This is an optimization exercise on Yosys and OpenROAD, whose aim is small area, a short achievable clock period and few clock cycles, not a production implementation.
Function was checked by simulation only, so behaviour that the tests miss may differ from the original.
Power figures rest on the tool's default switching activity, not on a simulated workload.

**flow/design.v**
```verilog
module icache_nway #(
    parameter int WAYS = 2,
    parameter int SETS = 8
) (
    input  logic         clk,
    input  logic         rst,
    input  logic         mem_read,
    input  logic [15:0]  mem_address,
    output logic [15:0]  mem_rdata,
    output logic         mem_resp,
    output logic         l2_read,
    output logic [15:0]  l2_address,
    input  logic [127:0] l2_rdata,
    input  logic         l2_resp
    ,
    input  logic         flush
);
    localparam int IW   = $clog2(SETS);
    localparam int TW   = 12 - IW;
    logic [SETS-1:0] valid0, valid1;
    logic [SETS-1:0] lru;                  
    logic [TW-1:0]   tag0  [SETS];         
    logic [TW-1:0]   tag1  [SETS];
    logic [127:0]    ring0 [SETS];
    logic [127:0]    ring1 [SETS];
    logic [IW-1:0]   rot;
    logic [127:0]    pend;
    logic [TW-1:0]   pend_tag;
    logic            pend_way;
    logic [IW-1:0]   pend_set;
    logic            pend_valid;
    logic            victim_q;
    logic [IW-1:0] idx;
    logic [TW-1:0] tag;
    logic [2:0]    word;
    logic          unused_bit;
    assign tag        = mem_address[15:4+IW];
    assign idx        = mem_address[4+IW-1:4];
    assign word       = mem_address[3:1];
    assign unused_bit = mem_address[0];
    logic [7:0] wsel;                       
    always_comb begin
        for (int k = 0; k < 8; k++) wsel[k] = word == 3'(k);
    end
    logic [SETS-1:0] ssel;
    always_comb begin
        for (int p = 0; p < SETS; p++) ssel[p] = IW'(p) - rot == idx;
    end
    logic [15:0] slot0 [SETS];
    logic [15:0] slot1 [SETS];
    logic [15:0] wordp, wordl2;
    for (genvar b = 0; b < 16; b++) begin : g_bit
        for (genvar p = 0; p < SETS; p++) begin : g_slot
            icache_nway_ao8 u_w0 (
                .sel (wsel),
                .d   ({ring0[p][112+b], ring0[p][96+b], ring0[p][80+b], ring0[p][64+b],
                       ring0[p][48+b],  ring0[p][32+b], ring0[p][16+b], ring0[p][b]}),
                .y   (slot0[p][b])
            );
            icache_nway_ao8 u_w1 (
                .sel (wsel),
                .d   ({ring1[p][112+b], ring1[p][96+b], ring1[p][80+b], ring1[p][64+b],
                       ring1[p][48+b],  ring1[p][32+b], ring1[p][16+b], ring1[p][b]}),
                .y   (slot1[p][b])
            );
        end
        icache_nway_ao8 u_wp (
            .sel (wsel),
            .d   ({pend[112+b], pend[96+b], pend[80+b], pend[64+b],
                   pend[48+b],  pend[32+b], pend[16+b], pend[b]}),
            .y   (wordp[b])
        );
        icache_nway_ao8 u_wl (
            .sel (wsel),
            .d   ({l2_rdata[112+b], l2_rdata[96+b], l2_rdata[80+b], l2_rdata[64+b],
                   l2_rdata[48+b],  l2_rdata[32+b], l2_rdata[16+b], l2_rdata[b]}),
            .y   (wordl2[b])
        );
    end
    logic [SETS-1:0] iset, v0, v1, pm0, pm1, e0, e1, sel0, sel1;
    logic            pend_hit_ok, sp;
    always_comb begin
        for (int s = 0; s < SETS; s++) iset[s] = idx == IW'(s);
        for (int p = 0; p < SETS; p++) begin
            v0[p]  = valid0[IW'(p) - rot];
            v1[p]  = valid1[IW'(p) - rot];
            pm0[p] = pend_valid && !pend_way && pend_set == IW'(p) - rot;
            pm1[p] = pend_valid &&  pend_way && pend_set == IW'(p) - rot;
        end
        pend_hit_ok = pend_valid && (pend_way ? valid1[pend_set] : valid0[pend_set]);
    end
    for (genvar p = 0; p < SETS; p++) begin : g_tag
        icache_nway_eq u_e0 (.a(tag0[p]), .b(tag), .en(v0[p] && !pm0[p]), .y(e0[p]));
        icache_nway_eq u_e1 (.a(tag1[p]), .b(tag), .en(v1[p] && !pm1[p]), .y(e1[p]));
    end
    logic ep;
    icache_nway_eq u_ep (.a(pend_tag), .b(tag), .en(pend_hit_ok), .y(ep));
    assign sel0 = ssel & e0;
    assign sel1 = ssel & e1;
    assign sp   = ep && pend_set == idx;
    logic hit, hit1;
    assign hit  = |sel0 || |sel1 || sp;
    assign hit1 = |sel1 || (sp && pend_way);
    for (genvar b = 0; b < 16; b++) begin : g_out
        icache_nway_ao18 u_o (
            .sel ({l2_resp, sp, sel1, sel0}),
            .d   ({wordl2[b], wordp[b],
                   slot1[7][b], slot1[6][b], slot1[5][b], slot1[4][b],
                   slot1[3][b], slot1[2][b], slot1[1][b], slot1[0][b],
                   slot0[7][b], slot0[6][b], slot0[5][b], slot0[4][b],
                   slot0[3][b], slot0[2][b], slot0[1][b], slot0[0][b]}),
            .y   (mem_rdata[b])
        );
    end
    logic [IW-1:0] ins_set;
    logic          drain;
    assign ins_set = IW'(SETS - 1) - rot;
    assign drain   = pend_valid && pend_set == ins_set;
    logic block;
    assign block = pend_valid && !drain;
    assign mem_resp   = mem_read && (hit || l2_resp);
    assign l2_read    = mem_read && !hit && !block;
    assign l2_address = {mem_address[15:4], 4'b0000};
    logic victim;
    assign victim = |(iset & valid0) ? (|(iset & valid1) ? |(iset & lru) : 1'b1) : 1'b0;
    always_ff @(posedge clk) victim_q <= victim;
    logic fill;
    assign fill = mem_read && l2_resp;
    logic flush_now;
    assign flush_now = flush;
    always_ff @(posedge clk or posedge rst) begin
        if (rst) begin
            valid0 <= '0;
            valid1 <= '0;
            lru    <= '0;
        end else if (flush_now) begin
            valid0 <= '0;
            valid1 <= '0;
            lru    <= '0;
        end else begin
            if (fill) begin
                if (victim_q) valid1[idx] <= 1'b1;
                else          valid0[idx] <= 1'b1;
                lru[idx] <= !victim_q;
            end else if (mem_read && hit) begin
                lru[idx] <= !hit1;
            end
        end
    end
    always_ff @(posedge clk or posedge rst) begin
        if (rst) begin
            rot        <= '0;
            pend_valid <= 1'b0;
        end else begin
            rot <= rot + 1'b1;
            if (fill)       pend_valid <= 1'b1;
            else if (drain) pend_valid <= 1'b0;
        end
    end
    always_ff @(posedge clk) begin
        if (fill) begin
            pend_tag <= tag;
            pend     <= l2_rdata;
            pend_way <= victim_q;
            pend_set <= idx;
        end
    end
    always_ff @(posedge clk) begin
        ring0[0] <= (drain && !pend_way) ? pend : ring0[SETS-1];
        ring1[0] <= (drain &&  pend_way) ? pend : ring1[SETS-1];
        tag0[0]  <= (drain && !pend_way) ? pend_tag : tag0[SETS-1];
        tag1[0]  <= (drain &&  pend_way) ? pend_tag : tag1[SETS-1];
        for (int p = 1; p < SETS; p++) begin
            ring0[p] <= ring0[p-1];
            ring1[p] <= ring1[p-1];
            tag0[p]  <= tag0[p-1];
            tag1[p]  <= tag1[p-1];
        end
    end
endmodule
module icache_nway_ao8 (
    input  logic [7:0] sel,
    input  logic [7:0] d,
    output logic       y
);
    assign y = |(sel & d);
endmodule
module icache_nway_eq #(
    parameter int W = 9
) (
    input  logic [W-1:0] a,
    input  logic [W-1:0] b,
    input  logic         en,
    output logic         y
);
    assign y = en && a == b;
endmodule
module icache_nway_ao18 (
    input  logic [17:0] sel,
    input  logic [17:0] d,
    output logic        y
);
    assign y = |(sel & d);
endmodule
```
**flow/run.sh**
```bash
#!/bin/bash
# synth_recipe.tcl (not shown) runs the flow's synth.tcl, then flattens the netlist and writes it again
# the make line also repeats each setting of config.mk as NAME=value (left out here)
make -C /OpenROAD-flow-scripts/flow DESIGN_CONFIG=/design/flow/config.mk WORK_HOME=/design/flow/orfs CLKGATE_MAP_FILE= SYNTH_SCRIPT=/design/flow/synth_recipe.tcl finish
```
**flow/config.mk**
```make
export PLATFORM = sky130hd
export DESIGN_NAME = icache_nway
export DESIGN_NICKNAME = icache_nway
export VERILOG_FILES = /design/flow/design.v
export SDC_FILE = /design/flow/constraint.sdc
export NUM_CORES = 4
export LEC_CHECK = 0
export CAP_MARGIN = 20
export CORE_MARGIN = 2
export CORE_UTILIZATION = 60
export CTS_CLUSTER_DIAMETER = 80
export CTS_CLUSTER_SIZE = 30
export SETUP_SLACK_MARGIN = 3.5
export SLEW_MARGIN = 20
export SYNTH_HIERARCHICAL = 1
export SYNTH_MINIMUM_KEEP_SIZE = 0
```
**flow/constraint.sdc**
```tcl
create_clock -name core_clock -period 8.5 [get_ports {clk}]
set_input_delay 1.7000 -clock core_clock [delete_from_list [all_inputs] [get_ports {clk}]]
set_output_delay 1.7000 -clock core_clock [all_outputs]
set_load 0.01 [all_outputs]
```
==> impl_metrics.json, run 1 <==
{
  "run_status": "complete, no violations",
  "p_leak_nw": 28.5,
  "grt_pass1_wl_um": 260000,
  "hold_viol": 0,
  "cp.required_ns": 6.80,
  "antenna_left": 0,
  "async_reset_ff_share_pct": 1.19,
  "fillCellCount": 8112,
  "ir_drop_mv": 0.193,
  "cts.sinks": 2362,
  "yosysUniqueCellTypes": 58,
  "cpMostUsedCell": "nand4_1",
  "syn_inst": 4798,
  "cts_made_buffers": 90,
  "cpPeakStageDelay_ns": 0.55,
  "antenna_found_initial": 1,
  "rsz0062_at_grt": "yes",
  "drv_slew": 0,
  "htreeDepth": 3,
  "combPwrFrac_pct": 5.7,
  "period_needed_ns": 5.85,
  "io_buffers": 177,
  "first_pass_iters": 9,
  "grt-ovfl-total": 0,
  "wl_per_cell_um": 25.8,
  "synth_most_common_cell": "dfxtp_1",
  "slew_headroom_pct": 30.2,
  "r2r_start": "rot[0]",
  "wl_met3_um": 9980,
  "crit_chain": "buf_12 > inv_4 > ha_4 > mux4_2 > o21ai_2 > mux2i_2 > nand2_1 > nor3_4 > nand4_1 > bufinv_8 > buf_6 > a22o_1 > a221oi_2 > and3_1 > nand4_1 > buf_2",
  "drc": 0,
  "crit_path_end_kind": "output pin",
  "skew_ns": 0.0270,
  "die_h_um": 341,
  "clockPowerShare_pct": 27.5,
  "final_net_count": 5373,
  "ys_ff_latch": 2362,
  "yosys_warnings": 17,
  "setup_viol": 0,
  "grt_pass1_vias": 41800,
  "top_layer": "met4",
  "switching_power_mw": 4.47,
  "grt_use_total_pct": 29.3,
  "r2r_cells": 16,
  "whs_endpoint": "ring0[6][88]",
  "synth_enable_flop_cells": 141,
  "fin_crit_sh_pct": 68.8,
  "drtIter0Drc": 3896,
  "ys_seq_area_share_pct": 71.5,
  "yosys-top-cells-count": "dfxtp_1, a22oi_1, nand4_1",
  "pwr-share-seq_pct": 66.8,
  "finalWirelength_um": 175000,
  "die_area_um2": 117000,
  "rows": 123,
  "start_kind": "flip-flop",
  "clk_latency_ns": 0.72,
  "hp-start": "ring0[5][88]",
  "wl_met1_um": 79700,
  "cts_tree": "built",
  "power.density_nw_per_um2": 249,
  "hpwl_um": 110000,
  "boundaryPins": 183,
  "gp_congestion": 0.825,
  "swShare_pct": 23.2,
  "worst_hold_slack_ns": 0.330,
  "dr_wl_met2_um": 80400,
  "core_um2": 113000,
  "ff2ff_setup_slack_ns": 4.61,
  "yosys.area.top_type": "dfxtp_1",
  "viasPerCell": 6.23,
  "area_growth_pct": 13.5,
  "worst_pin_slew_ns": 1.05,
  "grt_max_degree": 140,
  "critical_path_class": "flip-flop to output pin",
  "die_w_um": 341,
  "start_util_pct": 60.6,
  "reg2reg_to": "lru[7]",
  "arrival_ns": 4.15,
  "tns_ns": 0,
  "worstHoldPathCells": 0,
  "clk_path_buf_depth": 3,
  "vias": 42200,
  "clockRootBuffer": "clkbuf_16",
  "p_int_mw": 14.8,
  "synth_flop_cell": "dfxtp_1",
  "synthTopCellsByArea": "dfxtp_1, a22oi_1, edfxtp_1",
  "fmaxAchievable_ghz": 0.171,
  "synth.cell_area_um2": 68300,
  "netlist.area_leader.share_pct": 64.3,
  "synth_area_per_cell_um2": 14.2,
  "worstPathMaxFanout": 5,
  "hp-class": "flip-flop to flip-flop",
  "path_clk_slew_ns": 0.11,
  "crit_slowest_cell": "mux4_2",
  "drive_above_1_share_pct": 15.3,
  "maxCapViolCount": 0
}
[worst max-delay path: cells and delay by family (launching register included)]
| family | cells | cell delay [ns] |
|---|---|---|
| compound gates | 3 | 0.43 |
| fa+ha+maj | 1 | 0.31 |
| buf+inv | 5 | 0.80 |
| flops | 1 | 0.39 |
| mux | 2 | 0.66 |
| simple gates | 5 | 0.84 |
[kinds of logic after synthesis]
group	share of synthesized area, %
AOI/OAI and AO/OA	15.5
xor gates and xnor gates	2.33
adders and majority gates	0.165
buffers and inverters	0.606
DFF	71.5
muxes	5.52
other	0.00549
and+or+nand+nor	4.39
[registers in the layout, indices dropped and copies added (netlist names), 9 cells and up]
| signal | flops |
|---|---|
| pend | 128 |
| pend_tag | 9 |
| ring0 | 1024 |
| ring1 | 1024 |
| tag0 | 72 |
| tag1 | 72 |
[metal layers]
layer	up-vias	GRT usage, %
li1	19400	-
met1	21200	42.5
met2	1293	46.4
met3	250	3.91
met4	0	8.23
met5	-	0
[placed cells by master, fill, tap and decap left out, types with 37 or more instances in the layout]
cell             netlist  final
a221oi_2              48     48
a22o_1                48     48
a22oi_1             1200   1192
buf_12                 0     64
buf_4                 18    108
clkbuf_1              32     37
clkbuf_16              0     91
clkdlybuf4s50_1        0    143
dfxtp_1             2193   2193
edfxtp_1             141    141
mux2_2               274    274
nand4_1              340    340
xnor2_1              162    149
[Yosys stat by module (local to each module, per instance)]
module	cells	times used	cell area, µm²	flops+latches
icache_nway	2961	1	54400	2362
icache_nway_ao8	5	288	36.3	0
icache_nway_ao18	11	16	106	0
icache_nway_eq	13	17	105	0
[power by group through the flow]
| stage | Sequential (mW) | Clock (mW) | Combinational, mW |
|---|---|---|---|
| floorplan | 12.9 | 0 | 0.653 |
| global placement | 13.1 | 0 | 1.03 |
| detailed placement | 13.1 | 0 | 1.03 |
| CTS | 12.9 | 5.39 | 1.09 |
| global route | 13.0 | 5.78 | 1.18 |
| finish | 12.9 | 5.31 | 1.11 |
[what timing repair did]
item,in CTS,in global routing
setup buffers,106,3
setup endpoints to repair,28,18
pin swaps,83,27
hold buffers,0,0
gates cloned,10,0
gates resized for setup,300,34
[area by class of cell]
cell class / count / area, µm² / share of cell area (%)
well taps: 1500 / 1880 / 2.42
inverters: 12 / 86.3 / 0.111
repair buffers: 387 / 4500 / 5.81
flip-flops and latches: 2362 / 48800 / 63.0
clock inverters: 12 / 139 / 0.179
clock buffers: 128 / 2420 / 3.12
multi-input cells: 2362 / 19700 / 25.4
diodes: 1 / 2.50 / 0.00323
[per-stage QoR]
stage / util, % / power, mW / worst slack, ns / instances / instance area (µm²)
2_1_floorplan: - / 13.6 / -1.35 / 4801 / 68500
3_3_place_gp: 64.7 / 14.1 / 1.08 / 6503 / 72900
3_5_place_dp: 64.7 / 14.2 / 1.08 / 6503 / 72900
4_1_cts: 68.6 / 19.4 / 2.65 / 6759 / 77300
5_1_grt: 68.8 / 20.0 / 2.53 / 6763 / 77500
6_report: 68.8 / 19.3 / 2.65 / 6764 / 77500
[worst max-delay path by stage]
stage               depth (start not counted)       endpoint  slack, ns             from
CTS                                        16  mem_rdata[15]       2.65           rot[1]
floorplan                                   7   mem_rdata[0]      -1.35   mem_address[2]
global placement                           12   mem_rdata[8]       1.08  mem_address[11]
global route                               16  mem_rdata[15]       2.53           rot[1]
finish                                     16  mem_rdata[15]       2.65           rot[1]
detailed placement                         12   mem_rdata[8]       1.08  mem_address[11]
Testbench counts, summed over its fixed seeds: cycles 28,626.
==> run 2: changes to the inputs <==
--- a/flow/design.v
+++ b/flow/design.v
@@ -78,22 +78,15 @@
         );
     end
-    logic [SETS-1:0] iset, v0, v1, pm0, pm1, e0, e1, sel0, sel1;
-    logic            pend_hit_ok, sp;
+    logic [SETS-1:0] iset, en0, en1, e0, e1, sel0, sel1;
+    logic            pend_ok, sp;
     always_comb begin
         for (int s = 0; s < SETS; s++) iset[s] = idx == IW'(s);
-        for (int p = 0; p < SETS; p++) begin
-            v0[p]  = valid0[IW'(p) - rot];
-            v1[p]  = valid1[IW'(p) - rot];
-            pm0[p] = pend_valid && !pend_way && pend_set == IW'(p) - rot;
-            pm1[p] = pend_valid &&  pend_way && pend_set == IW'(p) - rot;
-        end
-        pend_hit_ok = pend_valid && (pend_way ? valid1[pend_set] : valid0[pend_set]);
     end
     for (genvar p = 0; p < SETS; p++) begin : g_tag
-        icache_nway_eq u_e0 (.a(tag0[p]), .b(tag), .en(v0[p] && !pm0[p]), .y(e0[p]));
-        icache_nway_eq u_e1 (.a(tag1[p]), .b(tag), .en(v1[p] && !pm1[p]), .y(e1[p]));
+        icache_nway_eq u_e0 (.a(tag0[p]), .b(tag), .en(en0[p]), .y(e0[p]));
+        icache_nway_eq u_e1 (.a(tag1[p]), .b(tag), .en(en1[p]), .y(e1[p]));
     end
     logic ep;
-    icache_nway_eq u_ep (.a(pend_tag), .b(tag), .en(pend_hit_ok), .y(ep));
+    icache_nway_eq u_ep (.a(pend_tag), .b(tag), .en(pend_ok), .y(ep));
     assign sel0 = ssel & e0;
     assign sel1 = ssel & e1;
@@ -129,4 +122,37 @@
     logic flush_now;
     assign flush_now = flush;
+    logic [SETS-1:0] valid0_n, valid1_n;
+    logic            pend_valid_n, pend_way_n;
+    logic [IW-1:0]   pend_set_n, rot_n;
+    always_comb begin
+        valid0_n = valid0;
+        valid1_n = valid1;
+        if (flush_now) begin
+            valid0_n = '0;
+            valid1_n = '0;
+        end else if (fill) begin
+            if (victim_q) valid1_n = valid1 | iset;
+            else          valid0_n = valid0 | iset;
+        end
+        pend_valid_n = fill ? 1'b1     : (drain ? 1'b0 : pend_valid);
+        pend_way_n   = fill ? victim_q : pend_way;
+        pend_set_n   = fill ? idx      : pend_set;
+        rot_n        = rot + 1'b1;
+    end
+    always_ff @(posedge clk or posedge rst) begin
+        if (rst) begin
+            en0     <= '0;
+            en1     <= '0;
+            pend_ok <= 1'b0;
+        end else begin
+            for (int p = 0; p < SETS; p++) begin
+                en0[p] <= valid0_n[IW'(p) - rot_n] &&
+                          !(pend_valid_n && !pend_way_n && pend_set_n == IW'(p) - rot_n);
+                en1[p] <= valid1_n[IW'(p) - rot_n] &&
+                          !(pend_valid_n &&  pend_way_n && pend_set_n == IW'(p) - rot_n);
+            end
+            pend_ok <= pend_valid_n && (pend_way_n ? valid1_n[pend_set_n] : valid0_n[pend_set_n]);
+        end
+    end
     always_ff @(posedge clk or posedge rst) begin
         if (rst) begin
@@ -153,5 +179,5 @@
             pend_valid <= 1'b0;
         end else begin
-            rot <= rot + 1'b1;
+            rot <= rot_n;
             if (fill)       pend_valid <= 1'b1;
             else if (drain) pend_valid <= 1'b0;
--- a/flow/config.mk
+++ b/flow/config.mk
@@ -11,5 +11,5 @@
 export CTS_CLUSTER_DIAMETER = 80
 export CTS_CLUSTER_SIZE = 30
-export SETUP_SLACK_MARGIN = 3.5
+export SETUP_SLACK_MARGIN = 2.9
 export SLEW_MARGIN = 20
 export SYNTH_HIERARCHICAL = 1
==> impl_metrics.json, run 2 <==
{
  "drive_above_1_share_pct": 18.0,
  "cp.required_ns": 6.80,
  "arrival_ns": 4.03,
  "p_leak_nw": 29.9,
  "wl_per_cell_um": 28.8,
  "start_util_pct": 60.4,
  "run_status": "complete, no violations",
  "synthTopCellsByArea": "dfxtp_1, a22oi_1, edfxtp_1",
  "most-common-layout-cells": "dfxtp_1, a22oi_1, nand4_1",
  "yosys_warnings": 17,
  "clk_path_buf_depth": 3,
  "path_clk_slew_ns": 0.11,
  "skew_ns": 0.0313,
  "die_w_um": 343,
  "r2r_cells": 12,
  "setup_viol": 0,
  "crit_path_end_kind": "output pin",
  "power.density_nw_per_um2": 267,
  "core_um2": 114000,
  "netlist.area_leader.share_pct": 63.8,
  "reg2reg_to": "lru[2]",
  "maxCapViolCount": 0,
  "drtIter0Drc": 4888,
  "antenna_left": 0,
  "crit_chain": "buf_16 > nor3_4 > buf_6 > buf_16 > a22oi_1 > nand4_1 > a22o_1 > a221oi_2 > and3_1 > nand4_1 > buf_2",
  "synth_flop_cell": "dfxtp_1",
  "synth_compound_area_share_pct": 16.0,
  "syn_inst": 4911,
  "ys_ff_latch": 2379,
  "instances_no_fill": 7002,
  "critical_path_class": "input port to output pin",
  "die_h_um": 343,
  "io_buffers": 177,
  "boundaryPins": 183,
  "reg_top3": "ring0 (1024), ring1 (1024), pend (128)",
  "gp_congestion": 0.854,
  "slew_headroom_pct": 29.7,
  "pre_cts_ws_ns": 1.06,
  "yosys-top-cells-count": "dfxtp_1, a22oi_1, nand4_1",
  "ys_seq_area_share_pct": 71.3,
  "yosys.area.top_type": "dfxtp_1",
  "area_growth_pct": 17.2,
  "finalWirelength_um": 202000,
  "total_power_mw": 21.6,
  "synthMuxAreaShare_pct": 4.89,
  "grt_max_degree": 104,
  "period_needed_ns": 5.73,
  "final_net_count": 5600,
  "ir_drop_mv": 0.218,
  "crit_slowest_cell": "nand4_1",
  "first_pass_iters": 9,
  "worstHoldPathCells": 0,
  "cpPeakStageDelay_ns": 0.27,
  "start_kind": "input port",
  "cts.sinks": 2379,
  "synth_enable_flop_cells": 137,
  "cts_made_buffers": 91,
  "grt_pass1_vias": 43500,
  "hpwl_um": 114000,
  "r2r_start": "rot[0]",
  "grt_use_total_pct": 31.5,
  "antenna_found_initial": 2,
  "holdBufCountCts": 0,
  "yosysUniqueCellTypes": 71,
  "rows": 124,
  "viasPerCell": 6.42,
  "drc": 0,
  "synth_top_family_by_area": "compound AO/OA/AOI/OAI gates",
  "drv_slew": 0,
  "fmaxAchievable_ghz": 0.174,
  "synth.cell_area_um2": 69000,
  "numPlacedInstances": 6640,
  "synth_xor_area_share_pct": 2.30,
  "whs_endpoint": "ring1[1][44]",
  "vias": 44900,
  "clk_latency_ns": 0.73,
  "synth_area_per_cell_um2": 14.0,
  "cts_tree": "built",
  "hold_viol": 0,
  "hp-class": "flip-flop to flip-flop",
  "worstPathMaxFanout": 26,
  "fin_crit_sh_pct": 67.4,
  "hp-start": "ring1[0][44]",
  "die_area_um2": 118000,
  "worst_pin_slew_ns": 1.06,
  "clockRootBuffer": "clkbuf_16",
  "synthSimpleGateAreaFrac_pct": 4.55,
  "grt_pass1_wl_um": 277000,
  "worst_slack_ns": 2.77,
  "async_reset_ff_share_pct": 1.89,
  "ff2ff_setup_slack_ns": 5.09,
  "final_common_cell": "dfxtp_1",
  "synthAdderAreaFrac_pct": 0.181,
  "rsz0062_at_grt": "yes",
  "synth_most_common_cell": "dfxtp_1",
  "grt-ovfl-total": 0,
  "htreeDepth": 3
}
[run 2: cell types whose count changed in the layout (fill, tap and decap cells not counted), sizes merged, moves of 7 or more]
cell | previous run | this run
dfrtp | 28 | 45
a211oi | 0 | 8
xor2 | 12 | 4
a221oi | 49 | 56
mux4 | 21 | 0
a21oi | 17 | 31
inv | 17 | 28
nor2 | 38 | 45
buf | 234 | 319
and3b | 4 | 12
clkbuf | 129 | 159
mux2 | 274 | 286
[run 2: how the worst max path moves through the flow]
stage                         start  cells after the start       endpoint
floorplan            mem_address[2]                      7   mem_rdata[0]
global placement    mem_address[12]                     13   mem_rdata[8]
detailed placement  mem_address[14]                     12   mem_rdata[3]
CTS                  mem_address[3]                      9  mem_rdata[12]
global route         mem_address[2]                     11   mem_rdata[2]
finish               mem_address[2]                     11   mem_rdata[2]
[run 2: cells by family after synthesis]
| kind of cell | after synthesis |
|---|---|
| adders and majority gates | 10 |
| xor gates and xnor gates | 173 |
| and+or+nand+nor | 520 |
| buffers and inverters | 103 |
| other | 1 |
| muxes | 301 |
| DFF | 2379 |
| AOI/OAI and AO/OA | 1424 |
[run 2: stage by stage]
step	cell area [µm²]	hold WS, ns	TNS (ns)	utilization [%]
2_1_floorplan	69000	0.331	-21.42	-
3_3_place_gp	73700	0.332	0	64.5
3_5_place_dp	73700	0.336	0	64.5
4_1_cts	78500	0.340	0	68.7
5_1_grt	80800	0.349	0	70.8
6_report	80800	0.339	0	70.8
[run 2: per-layer routing]
| metal | GRT usage, % | part of all wire [%] | wire [µm] |
|---|---|---|---|
| met1 | 45.2 | 43 | 87400 |
| met2 | 49.9 | 46 | 92500 |
| met3 | 4.55 | 8.1 | 16400 |
| met4 | 8.88 | 2.8 | 5630 |
| met5 | 0 | 0.0064 | 13 |
[run 2: layout make-up]
| cell class | instances | area [µm²] |
|---|---|---|
| flip-flops and latches | 2379 | 49200 |
| fillers | 7959 | 33400 |
| multi-input cells | 2442 | 20300 |
| repair buffers | 498 | 6590 |
| clock buffers | 131 | 2550 |
| well taps | 1512 | 1890 |
| inverters | 29 | 139 |
| clock inverters | 9 | 98.8 |
| diodes | 2 | 5.00 |
[run 2: what timing repair did]
item,4_1_cts,5_1_grt
gates cloned,27,31
pin swaps,66,118
setup endpoints to repair,18,17
buffers inserted,82,79
gates resized for setup,303,186
[run 2: per-module statistics from Yosys, one instance, submodules excluded]
module            flops+latches  cells  copies in the design
icache_nway_ao8               0      5                   288
icache_nway                2379   3074                     1
icache_nway_eq                0     13                    17
icache_nway_ao18              0     11                    16
[run 2: worst max-delay path: cells and delay by family]
family	cells	cell delay [ns]
simple gates	4	0.70
buf+inv	4	0.87
compound gates	3	0.68
[run 2: power breakdown]
part           internal (mW)  total (mW)  switching [mW]
combinational          0.821        1.69           0.868
sequential              13.3        14.4            1.15
clock                   2.14        5.47            3.33
total                   16.2        21.6            5.34
Testbench counts of run 2, summed over its fixed seeds: cycles 28,626.

what the ideal ports hide:
Ports are ideal in the flow. The routed layouts listed here were re-timed in OpenROAD.
Step 1: set_driving_cell puts a clkbuf_16 on clk and a buf_2 on each other input, an assumption about the parent block.
Step 2 times the ports against the registers' clock, not the clock port: input delays grow and output delays shrink by t, the midpoint of the rising clock arrivals with the driver on.
a / b / c = ideal ports / drivers / drivers and shift; a / b = the first two.
| run | t, ns | slack for setup (ns) | worst setup path after step 2 | clock arrival spread, ns | worst register clock-pin slew, ns |
|---|---|---|---|---|---|
| run 1 | 0.790 | 2.651 / 2.568 / 2.634 | input to output | 0.031 / 0.031 | 0.11 / 0.11 |
| run 2 | 0.784 | 2.769 / 2.551 / 2.551 | input to output | 0.033 / 0.033 | 0.12 / 0.12 |
After both steps setup and hold are still met in every run listed. The setup slack of run 2, which loses most, moves by -0.218 ns with the drivers and by -0.218 ns with both steps.
